Context: an optimization exercise on an open-source flow, tuned for small area, a short achievable clock period and few clock cycles. The choices shown serve that exercise and are no tape-out recipe.
The RTL was checked by simulation tests, not by an equivalence proof against the original design.
Power figures rest on the tool's default switching activity, not on a simulated workload.

$ cat flow/constraint.sdc
create_clock -name core_clock -period 7.0 [get_ports {clk}]
set_input_delay 1.4000 -clock core_clock [delete_from_list [all_inputs] [get_ports {clk}]]
set_output_delay 1.4000 -clock core_clock [all_outputs]
set_load 0.01 [all_outputs]
$ cat flow/design.v
package teq_pkg;
	localparam logic [1:0] MODE_SCHEDULE = 2'd0;
	localparam logic [1:0] MODE_TICK     = 2'd1;
	localparam logic [1:0] MODE_CLEAR    = 2'd2;
	localparam logic [2:0] KIND_FIRED     = 3'd0;
	localparam logic [2:0] KIND_NO_EVENT  = 3'd1;
	localparam logic [2:0] KIND_SCHEDULED = 3'd2;
	localparam logic [2:0] KIND_DROPPED   = 3'd3;
	localparam logic [2:0] KIND_CLEARED   = 3'd4;
	localparam int unsigned MAX_FIRED = 16;
	localparam int unsigned FIRED_W   = 5;
	typedef enum logic [1:0] {
		OP_HOLD,
		OP_INSERT,
		OP_POP
	} queue_op_t;
endpackage
module teq_row #(
	parameter int QUEUE_DEPTH  = 16,
	parameter int TIME_WIDTH   = 48,
	parameter int HANDLE_WIDTH = 8
) (
	input  logic                    clk,
	input  logic                    arst_n,
	input  logic                    ins,
	input  logic                    pop,
	input  logic                    clr,
	input  logic [TIME_WIDTH-1:0]   new_due,
	input  logic [HANDLE_WIDTH-1:0] new_handle,
	output logic                    full,
	output logic                    head_occ,
	output logic                    next_occ,
	output logic [TIME_WIDTH-1:0]   head_due,
	output logic [HANDLE_WIDTH-1:0] head_handle,
	output logic [TIME_WIDTH-1:0]   next_due
);
	logic [TIME_WIDTH-1:0]   due_q    [QUEUE_DEPTH];
	logic [HANDLE_WIDTH-1:0] handle_q [QUEUE_DEPTH];
	logic [QUEUE_DEPTH-1:0]  occ_q;
	logic [QUEUE_DEPTH-1:0]  keep;
	assign full        = occ_q[QUEUE_DEPTH-1];
	assign head_occ    = occ_q[0];
	assign next_occ    = occ_q[1];
	assign head_due    = due_q[0];
	assign head_handle = handle_q[0];
	assign next_due    = due_q[1];
	for (genvar i = 0; i < QUEUE_DEPTH; i++) begin : g_keep
		assign keep[i] = occ_q[i] && (due_q[i] <= new_due);
	end
	always_ff @(posedge clk or negedge arst_n) begin
		if (!arst_n) begin
			occ_q <= '0;
		end else if (clr) begin
			occ_q <= '0;
		end else if (ins) begin
			occ_q <= {occ_q[QUEUE_DEPTH-2:0], 1'b1};
		end else if (pop) begin
			occ_q <= {1'b0, occ_q[QUEUE_DEPTH-1:1]};
		end
	end
	for (genvar i = 0; i < QUEUE_DEPTH; i++) begin : g_slot
		logic                    prev_keep;
		logic [TIME_WIDTH-1:0]   left_due;
		logic [HANDLE_WIDTH-1:0] left_handle;
		logic [TIME_WIDTH-1:0]   right_due;
		logic [HANDLE_WIDTH-1:0] right_handle;
		if (i == 0) begin : g_head
			assign prev_keep   = 1'b1;
			assign left_due    = new_due;
			assign left_handle = new_handle;
		end else begin : g_body
			assign prev_keep   = keep[i-1];
			assign left_due    = due_q[i-1];
			assign left_handle = handle_q[i-1];
		end
		if (i == QUEUE_DEPTH - 1) begin : g_tail
			assign right_due    = due_q[i];
			assign right_handle = handle_q[i];
		end else begin : g_inner
			assign right_due    = due_q[i+1];
			assign right_handle = handle_q[i+1];
		end
		always_ff @(posedge clk) begin
			if (ins && !keep[i]) begin
				if (prev_keep) begin
					due_q[i]    <= new_due;
					handle_q[i] <= new_handle;
				end else begin
					due_q[i]    <= left_due;
					handle_q[i] <= left_handle;
				end
			end else if (pop) begin
				due_q[i]    <= right_due;
				handle_q[i] <= right_handle;
			end
		end
	end
endmodule
module timer_event_queue_top #(
	parameter int QUEUE_DEPTH  = 16,
	parameter int HANDLE_WIDTH = 8,
	parameter int TIME_WIDTH   = 48
) (
	input  logic                    clk,
	input  logic                    arst_n,
	input  logic                    in_valid,
	output logic                    in_ready,
	input  logic [1:0]              mode,
	input  logic [TIME_WIDTH-1:0]   due_time,
	input  logic [HANDLE_WIDTH-1:0] event_handle,
	input  logic [TIME_WIDTH-1:0]   clock_reading,
	output logic                    out_valid,
	input  logic                    out_ready,
	output logic [2:0]              kind,
	output logic [HANDLE_WIDTH-1:0] fired_handle,
	output logic [TIME_WIDTH-1:0]   fire_time,
	output logic [TIME_WIDTH-1:0]   tick_gap,
	output logic [63:0]             total_elapsed,
	output logic                    last,
	input  logic                    cfg_valid,
	output logic                    cfg_ready,
	input  logic [TIME_WIDTH-1:0]   cfg_data
);
	localparam int TW = TIME_WIDTH;
	localparam int HW = HANDLE_WIDTH;
	logic          s_v_q;
	logic [1:0]    s_mode_q;
	logic [TW-1:0] s_val_q;
	logic [HW-1:0] s_hdl_q;
	logic          x_v_q;
	logic [1:0]    x_mode_q;
	logic [TW-1:0] x_val_q;
	logic [HW-1:0] x_hdl_q;
	logic          x_first_q;
	logic [TW-1:0] t_q;
	logic [TW-1:0] t0_q;
	logic [TW-1:0] g_q;
	logic [TW-1:0] e_q;
	logic [TW-1:0] p_q;
	logic [TW-1:0] f_q;
	logic          sf_q;
	logic          o_v_q;
	logic [2:0]    o_kind_q;
	logic [HW-1:0] o_hdl_q;
	logic          o_last_q;
	logic          o_show_q;
	logic          ins;
	logic          pop;
	logic          clr;
	logic          full;
	logic          head_occ;
	logic          next_occ;
	logic [TW-1:0] head_due;
	logic [HW-1:0] head_hdl;
	logic [TW-1:0] next_due;
	teq_row #(
		.QUEUE_DEPTH (QUEUE_DEPTH),
		.TIME_WIDTH  (TW),
		.HANDLE_WIDTH(HW)
	) u_row (
		.clk        (clk),
		.arst_n     (arst_n),
		.ins        (ins),
		.pop        (pop),
		.clr        (clr),
		.new_due    (x_val_q),
		.new_handle (x_hdl_q),
		.full       (full),
		.head_occ   (head_occ),
		.next_occ   (next_occ),
		.head_due   (head_due),
		.head_handle(head_hdl),
		.next_due   (next_due)
	);
	assign in_ready      = !s_v_q;
	assign cfg_ready     = 1'b1;
	assign out_valid     = o_v_q;
	assign kind          = o_kind_q;
	assign fired_handle  = o_hdl_q;
	assign last          = o_last_q;
	assign fire_time     = o_show_q ? t_q : '0;
	assign tick_gap      = g_q;
	assign total_elapsed = {{(64 - TW){1'b0}}, e_q};
	logic          acc;
	logic [TW-1:0] in_val;
	assign acc    = in_valid && !s_v_q && (mode != 2'd3);
	assign in_val = (mode == teq_pkg::MODE_SCHEDULE) ? due_time : clock_reading;
	logic is_s, is_t, is_c;
	logic adv;
	logic due_past;
	logic lt;
	logic hf, nf;
	logic [TW-1:0] n_time;
	logic [TW:0]   cp_sum, fp_sum, tp_sum;
	logic [TW-1:0] cp_sat, fp_sat, tp_sat;
	logic [TW-1:0] gf;
	logic [TW-1:0] c_minus_t;
	logic [TW-1:0] c_minus_t0;
	logic [TW-1:0] e_plus_gf;
	logic          x_done;
	assign is_s = (x_mode_q == teq_pkg::MODE_SCHEDULE);
	assign is_t = (x_mode_q == teq_pkg::MODE_TICK);
	assign is_c = (x_mode_q == teq_pkg::MODE_CLEAR);
	assign adv  = x_v_q && (!o_v_q || out_ready);
	assign due_past = x_val_q <= t_q;
	assign lt       = x_val_q < f_q;
	assign n_time   = lt ? f_q : x_val_q;
	assign hf = head_occ && ((head_due <= x_val_q) || (head_due <= f_q));
	assign nf = next_occ && ((next_due <= x_val_q) || (next_due <= f_q));
	assign cp_sum = {1'b0, x_val_q} + {1'b0, p_q};
	assign fp_sum = {1'b0, f_q} + {1'b0, p_q};
	assign tp_sum = {1'b0, t_q} + {1'b0, p_q};
	assign cp_sat = cp_sum[TW] ? '1 : cp_sum[TW-1:0];
	assign fp_sat = fp_sum[TW] ? '1 : fp_sum[TW-1:0];
	assign tp_sat = tp_sum[TW] ? '1 : tp_sum[TW-1:0];
	assign gf         = sf_q ? ~t_q : p_q;
	assign c_minus_t  = x_val_q - t_q;
	assign c_minus_t0 = x_val_q - t0_q;
	assign e_plus_gf  = e_q + gf;
	assign ins = adv && is_s && !due_past && !full;
	assign pop = adv && is_t && hf;
	assign clr = adv && is_c;
	assign x_done = adv && !(is_t && hf && nf);
	always_ff @(posedge clk or negedge arst_n) begin
		if (!arst_n) begin
			s_v_q <= 1'b0;
			x_v_q <= 1'b0;
			o_v_q <= 1'b0;
			t_q   <= '0;
			t0_q  <= '0;
			g_q   <= '0;
			e_q   <= '0;
			p_q   <= '0;
			f_q   <= '0;
			sf_q  <= 1'b0;
		end else begin
			if (cfg_valid) begin
				p_q <= cfg_data;
			end
			if (!x_v_q || x_done) begin
				if (s_v_q) begin
					x_v_q <= 1'b1;
					s_v_q <= 1'b0;
				end else begin
					x_v_q <= acc;
				end
			end else if (acc) begin
				s_v_q <= 1'b1;
			end
			if (adv) begin
				o_v_q <= 1'b1;
			end else if (out_ready) begin
				o_v_q <= 1'b0;
			end
			if (!x_v_q) begin
				f_q  <= tp_sat;
				sf_q <= tp_sum[TW];
			end else if (adv) begin
				if (is_t) begin
					if (x_first_q) begin
						t_q <= n_time;
						g_q <= lt ? gf : c_minus_t;
						e_q <= lt ? e_plus_gf : c_minus_t0;
					end
					if (x_done) begin
						f_q  <= lt ? fp_sat : cp_sat;
						sf_q <= lt ? fp_sum[TW] : cp_sum[TW];
					end
				end else if (is_c) begin
					t_q  <= x_val_q;
					t0_q <= x_val_q;
					g_q  <= '0;
					e_q  <= '0;
					f_q  <= cp_sat;
					sf_q <= cp_sum[TW];
				end
			end
		end
	end
	always_ff @(posedge clk) begin
		if (!x_v_q || x_done) begin
			x_first_q <= 1'b1;
			if (s_v_q) begin
				x_mode_q <= s_mode_q;
				x_val_q  <= s_val_q;
				x_hdl_q  <= s_hdl_q;
			end else begin
				x_mode_q <= mode;
				x_val_q  <= in_val;
				x_hdl_q  <= event_handle;
			end
		end else if (adv) begin
			x_first_q <= 1'b0;
		end
		if (!s_v_q) begin
			s_mode_q <= mode;
			s_val_q  <= in_val;
			s_hdl_q  <= event_handle;
		end
		if (adv) begin
			o_last_q <= 1'b1;
			o_show_q <= 1'b0;
			o_hdl_q  <= '0;
			o_kind_q <= teq_pkg::KIND_CLEARED;
			if (is_s) begin
				o_hdl_q <= x_hdl_q;
				if (due_past) begin
					o_kind_q <= teq_pkg::KIND_FIRED;
					o_show_q <= 1'b1;
				end else if (full) begin
					o_kind_q <= teq_pkg::KIND_DROPPED;
				end else begin
					o_kind_q <= teq_pkg::KIND_SCHEDULED;
				end
			end else if (is_t) begin
				o_show_q <= 1'b1;
				if (hf) begin
					o_kind_q <= teq_pkg::KIND_FIRED;
					o_hdl_q  <= head_hdl;
					o_last_q <= !nf;
				end else begin
					o_kind_q <= teq_pkg::KIND_NO_EVENT;
				end
			end
		end
	end
endmodule
$ cat flow/run.sh
#!/bin/bash
# synth_recipe.tcl (not shown) runs the flow's synth.tcl, then flattens the netlist and writes it again
# the make line also repeats each setting of config.mk as NAME=value (left out here)
make -C /OpenROAD-flow-scripts/flow DESIGN_CONFIG=/design/flow/config.mk WORK_HOME=/design/flow/orfs CLKGATE_MAP_FILE= SYNTH_SCRIPT=/design/flow/synth_recipe.tcl finish
$ cat flow/config.mk
export PLATFORM = sky130hd
export DESIGN_NAME = timer_event_queue_top
export DESIGN_NICKNAME = timer_event_queue_top
export VERILOG_FILES = /design/flow/design.v
export SDC_FILE = /design/flow/constraint.sdc
export NUM_CORES = 4
export LEC_CHECK = 0
export CAP_MARGIN = 35
export CORE_MARGIN = 2
export CORE_UTILIZATION = 35
export SLEW_MARGIN = 30
==> notes.md <==
## worst register-to-register path: cells and delay by family (launching register included)
kind,cells,cell delay [ps]
AOI/OAI and AO/OA,6,1460
adders and majority gates,2,650
buffers and inverters,5,1040
DFF,1,380
and+or+nand+nor,5,1770
## stage by stage
step	TNS, ps	cells
floorplan	-187880	10000
global placement	0	13800
detailed placement	0	13800
CTS	0	14100
global route	0	14100
finish	0	14100
## registers in the layout, summed over array words and instances (netlist names), 2 cells and up
name,flops
t0_q,48
s_mode_q,2
p_q,48
x_hdl_q,8
x_mode_q,2
f_q,48
g_q,48
u_row.occ_q,16
x_val_q,48
o_kind_q,3
t_q,48
e_q,48
s_hdl_q,8
u_row.due_q,768
u_row.handle_q,128
o_hdl_q,8
s_val_q,48
## how the worst min path moves through the flow
stage | depth (start not counted) | slack [ps] | endpoint
finish | 1 | 460 | x_first_q$_SDFFE_PP1P_
global route | 1 | 490 | x_first_q$_SDFFE_PP1P_
CTS | 1 | 460 | x_first_q$_SDFFE_PP1P_
detailed placement | 1 | 450 | x_first_q$_SDFFE_PP1P_
global placement | 1 | 440 | x_first_q$_SDFFE_PP1P_
floorplan | 1 | 430 | x_first_q$_SDFFE_PP1P_
## metal layers
metal	vias up	routed length, µm	share of wire, %	global-route usage (%)
li1	37800	-	-	-
met1	40200	159000	44	33.2
met2	3591	157000	43	37.3
met3	670	27200	7.6	3.26
met4	2	17700	4.9	11.1
met5	-	9	0.0025	0
## Yosys cell counts, drive strengths merged, types with 81 or more instances
library cell  number
ha              1149
a21oi           1066
edfxtp           967
o21ai            914
mux2             739
nor2             724
nand2            694
mux2i            478
clkbuf           377
a21o             364
inv              342
dfrtp            308
nand4            223
buf              160
xnor2            143
nand3            106
nor2b             99
xor2              98
o21a              90
nor3              81
## cell families (layout without fill, tap and decap cells)
kind of cell	after synthesis	count (layout)	synth area share, %
adders and majority gates	1155	1155	14.5
AOI/OAI and AO/OA	2944	2944	17.5
DFF	1334	1334	38.0
other	2	23	0.00753
xor gates and xnor gates	241	241	2.12
muxes	1217	1217	13.8
and+or+nand+nor	2243	2243	10.4
buffers and inverters	879	1198	3.70
## area by class of cell
cell class / instances / share of cell area [%]
repair buffers: 562 / 4.84
clock inverters: 73 / 0.503
inverters: 342 / 1.14
flip-flops and latches: 1334 / 33.5
clock buffers: 221 / 4.03
multi-input cells: 7817 / 51.8
diodes: 6 / 0.0133
well taps: 3762 / 4.16
## power groups by stage
stage / sequential, mW / clock (mW) / combinational, mW
after floorplan: 11.6 / 0 / 16.0
after global placement: 12.3 / 0 / 23.2
after CTS: 12.2 / 8.58 / 23.8
after detailed placement: 12.3 / 0 / 23.7
final: 12.3 / 8.45 / 24.3
after global routing: 12.4 / 8.85 / 26.3
==> flow_metrics.py <==
metrics = {
    "finish": {
        "drive_gt1_share_pct": 12.9,
        "mostFrequentLayoutCells": "ha_1, a21oi_1, edfxtp_1",
        "multi_input_area_um2": 58600,
        "nNetsFinal": 11500,
        "area_growth_pct": 13.4,
        "final_common_cell": "ha_1",
        "seqCellArea_um2": 37900,
        "fin_area_um2": 113000,
        "num-fill-cells": 27700,
        "fin_util_pct": 39.8,
    },
    "drt": {
        "drt_wl_total_um": 360000,
        "first_pass_iters": 8,
        "post_drt_wl_per_cell_um": 25.5,
        "via_per_inst": 5.83,
        "drtIter0Drc": 8174,
        "num_vias": 82300,
        "ant_nets": 0,
        "drc": 0,
    },
    "placement": {
        "port_buffers": 316,
        "place_ws_ps": 1480,
        "dp_hpwl_um": 280000,
        "place_area_um2": 108000,
        "place.gp.congestion": 1.02,
    },
    "synth": {
        "avgSynthCellArea_um2": 9.96,
        "synth_edf_count": 967,
        "synth.distinct_cells": 91,
        "synth-seq-cells": 1334,
        "yosysTopAreaCellShare_pct": 29.1,
        "synth-seq-area-share_pct": 38.0,
        "synth_area_leaders": "edfxtp_1, ha_1, dfrtp_1",
        "async_flop_share_pct": 23.1,
        "yosys_warnings": 4,
        "synthCells": 10000,
        "synth_top_flop_cell": "edfxtp_1",
        "synth_top_cell_by_area": "edfxtp_1",
        "synth_area_um2": 99700,
    },
    "critical_path": {
        "cp-startpoint": "x_val_q[0]$_DFFE_PP_",
        "critPathTopFamily": "simple AND/OR/NAND/NOR gates",
        "endpoint": "u_row.due_q[2][9]$_DFFE_PP_",
        "endpoint_kind": "flop",
        "critPathSlowestCell": "nand2_8",
        "reg2reg_to": "u_row.due_q[2][9]$_DFFE_PP_",
        "ff2ff_path_depth": 18,
        "cp.buffers_inverters": 5,
        "start_kind": "flop",
        "reg2reg_slack_ps": 1360,
        "cp_num_cells": 18,
        "r2r-start": "x_val_q[0]$_DFFE_PP_",
        "arrival_ps": 6190,
        "cpPeakStageDelay_ps": 420,
        "crit_chain": "inv_1 > ha_1 > inv_1 > fa_1 > a21oi_1 > o21ai_0 > o211ai_1 > o211ai_2 > nor3b_1 > nor3b_1 > o21ai_2 > a22oi_4 > inv_4 > nand2_8 > inv_2 > nand2_2 > nand2_2 > buf_12",
        "critPathMaxFanout": 80,
        "critPathKind": "flop to flop",
        "crit_required_ps": 7550,
    },
    "die": {
        "chipHeight_um": 538,
        "initial_core_util_pct": 35.1,
        "coreArea_um2": 284000,
        "die_x_um": 538,
        "ios": 334,
        "rows": 196,
        "fp.dieArea_um2": 289000,
    },
    "pwr": {
        "power_mw": 45.0,
        "swShare_pct": 45.0,
        "clock_power_share_pct": 18.8,
        "peakVddDrop_mv": 0.235,
        "power_frac_comb_pct": 54.0,
        "p_sw_mw": 20.3,
        "seq_power_share_pct": 27.2,
        "p_per_area_nw_per_um2": 398,
        "intPower_mw": 24.7,
        "leakagePower_nw": 47.1,
    },
    "cts": {
        "root_buffer": "clkbuf_16",
        "clk_pin_slew_ps": 60,
        "clock_latency_ps": 890,
        "h-tree-depth": 4,
        "cts_setup_buffers": 0,
        "cts.sinks": 1334,
        "cts.path.max_buffers": 4,
        "cts-hold-fix-buffers": 0,
        "cts_buffers": 166,
        "cts_tree": "built",
        "ctsResizeCount": 0,
    },
    "worst_hold_path": {
        "hold_path.class": "flop to flop",
        "min_from": "x_first_q$_SDFFE_PP1P_",
    },
    "sta": {
        "worst_pin_slew_ps": 960,
        "rsz0062_at_grt": "false",
        "slew-limit-headroom_pct": 35.4,
        "finalClockSkew_ps": 88.6,
        "setup_ws_ps": 1360,
        "period_share_pct": 80.6,
        "clock.fmax_mhz": 177,
        "finalHoldViolations": 0,
        "setup_violations": 0,
        "finalMaxSlewViolations": 0,
        "worst_hold_slack_ps": 460,
        "fin_crit_ps": 5640,
    },
    "flow_run": {
        "maxCapViolCount": 0,
    },
    "status": {
        "status": "complete, no violations",
    },
    "global_route": {
        "grt_pass1_wl_um": 528000,
        "grt_antenna_before_repair": 9,
        "grt_pass1_vias": 80700,
        "grt_overflow": 0,
        "grt_max_degree": 131,
        "track_usage_pct": 24.1,
    },
}
Testbench counts, summed over its fixed seeds: cycles 11,011.

## what the ideal ports hide
How much do the figures lean on ideal ports? The routed layout below was timed once more, with nothing changed but the port constraints.
Step 1, drivers: a clkbuf_16 drives clk and a buf_2 each remaining input, both assumed.
Step 2 moves the port delays by t, midway between the first and last clock arrival at a register: inputs arrive t later, outputs are due t later. That takes back most of the time a late clock gives input paths.
a / b / c = no drivers / after step 1 / after step 2; a / b = the first two.
shift t [ns]: 0.942
slack for setup (ns): 1.355 / 1.355 / 1.355
worst hold slack (ns): 0.460 / 0.460 / 0.460
slew at the worst register clock pin (ns): 0.07 / 0.07
After both steps setup and hold are still met in this run. For this run, drivers alone change the setup slack by 0.000 ns; drivers and shift together by 0.000 ns.
